Context: an optimization exercise on an open-source flow, tuned for small area and few clock cycles per item. The choices shown serve that exercise and are no tape-out recipe.
The RTL was checked by simulation tests, not by an equivalence proof against the original design.
Power and IR drop assume default switching activity.

== north ==
Design dual_tone_sample_generator_top, start of the top module:
module dual_tone_sample_generator_top (
    input  wire logic                                aclk,
    input  wire logic                                aresetn,
    input  wire logic                                s_tvalid,
    output logic                                     s_tready,
    input  wire logic [dtsg_pkg::S_TDATA_W-1:0]      s_tdata,    
    output logic                                     m_tvalid,
    input  wire logic                                m_tready,
    output logic [dtsg_pkg::M_TDATA_W-1:0]           m_tdata,    
    output logic [0:0]                               m_tuser,    
    input  wire logic                                cfg_wr_en,
    input  wire logic [dtsg_pkg::CFG_INDEX_W-1:0]    cfg_index,
    input  wire logic [dtsg_pkg::CFG_DATA_W-1:0]     cfg_wdata
);
Size in the first run: about 2,000 cells after synthesis, roughly 230 flip-flops.
==> flow/config.mk <==
export PLATFORM = sky130hd
export DESIGN_NAME = dual_tone_sample_generator_top
export DESIGN_NICKNAME = dual_tone_sample_generator_top
export VERILOG_FILES = /design/flow/design.v
export SDC_FILE = /design/flow/constraint.sdc
export NUM_CORES = 4
export LEC_CHECK = 0
export ABC_AREA = 1
export ABC_CLOCK_PERIOD_IN_PS = 10000
export CAP_MARGIN = 20
export CORE_MARGIN = 2
export CORE_UTILIZATION = 70
export SLEW_MARGIN = 20
export SYNTH_HIERARCHICAL = 1
export SYNTH_MINIMUM_KEEP_SIZE = 0
==> flow/constraint.sdc <==
create_clock -name core_clock -period 10.0 [get_ports {aclk}]
set_input_delay 2.0000 -clock core_clock [delete_from_list [all_inputs] [get_ports {aclk}]]
set_output_delay 2.0000 -clock core_clock [all_outputs]
set_load 0.01 [all_outputs]
standard.sh (not shown) runs the stock make flow with config.mk's settings and CLKGATE_MAP_FILE= SYNTH_SCRIPT=/design/flow/synth_recipe.tcl, a recipe that flattens the netlist after the stock synthesis.
==> flow/flow/run.sh <==
#!/bin/bash
# The standard layout (standard.sh), with three changes:
#  - synthesis maps the logic for area only (flow/synth.tcl)
#  - the port buffers are the smallest buffer cell (buf_1)
#  - clock tree synthesis without dummy loads
set -euo pipefail
export FLOW_FLOW_DIR="$PWD/flow"
export BUFFER_PORTS_ARGS="-buffer_cell sky130_fd_sc_hd__buf_1"
export CTS_ARGS="-sink_clustering_enable -repair_clock_nets -sink_clustering_size 20 -sink_clustering_max_diameter 50 -root_buf sky130_fd_sc_hd__clkbuf_16 -buf_list sky130_fd_sc_hd__clkbuf_8 -dont_use_dummy_load"
sed "s#SYNTH_SCRIPT=[^ ]*#SYNTH_SCRIPT=$PWD/flow/synth.tcl#" standard.sh > standard_area_synth.sh
grep -q "SYNTH_SCRIPT=$PWD/flow/synth.tcl" standard_area_synth.sh
bash standard_area_synth.sh > standard.log 2>&1
==> flow/flow/abc_map_area.script <==
strash
dch
map -a
topo
dnsize -c
==> flow/flow/synth.tcl <==
# The standard flow's synthesis script (synth_recipe.tcl), unchanged except that the
# final technology mapping uses flow/abc_map_area.script: area-only mapping,
# without ABC's buffering and upsizing (the layout's repair steps size and
# buffer for timing and slew instead).
proc synth {args} { yosys synth -nofsm -noshare {*}$args }
proc abc {args} {
  set i [lsearch -exact $args -script]
  if { $i >= 0 } {
    lset args [expr { $i + 1 }] $::env(FLOW_FLOW_DIR)/abc_map_area.script
  }
  yosys abc {*}$args
}
source $::env(SCRIPTS_DIR)/synth.tcl
# left out here: clear keep_hierarchy, flatten, clean up, hide names made inside functions, write 1_2_yosys.v
north completed; timing, DRC and antenna clean
Testbench counts of north, summed over its fixed seeds: cycles 16,032, items 16,000.
Input changes introduced in south (baseline for comparison: north):
- CAP_MARGIN changed from 20 to 5
- SLEW_MARGIN changed from 20 to 5
- SETUP_SLACK_MARGIN newly set to 0.2
==> flow/flow/abc_map_area.script <==
strash
dch -f
map -a
mfs2 -a
strash
dch
map -a
topo
dnsize -c
Findings:
[south] arrival time reported for the critical path endpoint fell 0.35 ns relative to north. Cmp north and south / routed wire length / higher: south. Delta (south minus north): total die area now sits lower, biggest fanout along the worst timing path moved up, wire length of the first global-routing pass fell about 0.5%.
Inputs modified between south and east:
- changing CAP_MARGIN from 5 to 20
- changing SLEW_MARGIN from 5 to 20
==> flow/flow/abc_map_area.script <==
strash
dch
map -a
topo
dnsize -c
### Flow results
- Between south and east, the difference in global-route usage over all layers is negligible.
- The die area in east sits about 0.5% above the value recorded for south.
- Lower non-clock buffer count goes to east over south.
- Fraction of the mapped netlist area in adder cells ended up 0.16 points lower on east than on south.
- Summary of east over south: power went down, power share of the clock group went up, delay of the slowest cell on the worst path did not really move, total via count after detailed routing did not really move.
- Layout-stage area growth over the synthesis result (higher): south
- Final routed wirelength across all metal layers, south and east, lower one = east.
[inputs] west vs east
- SETUP_SLACK_MARGIN no longer set, was 0.2
==> flow/flow/run.sh <==
#!/bin/bash
# The standard layout (standard.sh), with two changes:
#  - the port buffers are the smallest buffer cell (buf_1)
#  - clock tree synthesis without dummy loads
export BUFFER_PORTS_ARGS="-buffer_cell sky130_fd_sc_hd__buf_1"
export CTS_ARGS="-sink_clustering_enable -repair_clock_nets -sink_clustering_size 20 -sink_clustering_max_diameter 50 -root_buf sky130_fd_sc_hd__clkbuf_16 -buf_list sky130_fd_sc_hd__clkbuf_8 -dont_use_dummy_load"
bash standard.sh > standard.log 2>&1
removed: flow/flow/abc_map_area.script
removed: flow/flow/synth.tcl
--- outcome ---
- Sort west and east by cell depth of the worst flop-to-flop path, ascending, and west comes first.
- Status: latest clock arrival within the worst-skew pair parity (west, east)
- Taking east as the reference point, the count of cell instances traversed by the critical path of west rises by 4.
- On combinational share of power: between west and east, it ends up higher for east.

[static timing again, ports no longer ideal]
The flow's constraints put no driver on any port. The routed layouts listed below were extracted and timed again, unchanged, in two steps.
Step 1 sets driving cells, clkbuf_16 on the clock port and buf_2 on the other inputs (assumed; they add their load-dependent delay and slew).
Step 2, shift: input delay + t, output delay - t, t = (earliest + latest rising clock arrival at the registers) / 2. This alone moves slack from input paths to output paths.
a / b / c = ideal / step 1 / step 2; a / b = the first two.
| run | t (ns) | slack for setup (ns) | worst hold slack (ns) | worst setup path after step 2 | pins driven straight from the clock port |
|---|---|---|---|---|---|
| north | 0.533 | 0.198 / 0.149 / 0.682 | 0.473 / 0.473 / 0.473 | register to output | 1 |
| south | 0.520 | 0.553 / 0.503 / 1.020 | 0.473 / 0.473 / 0.473 | input to register | 1 |
| east | 0.535 | 0.509 / 0.459 / 0.994 | 0.471 / 0.471 / 0.471 | register to output | 1 |
| west | 0.524 | 0.714 / 0.665 / 1.189 | 0.527 / 0.527 / 0.527 | register to output | 1 |
After both steps setup and hold are still met in every run listed.
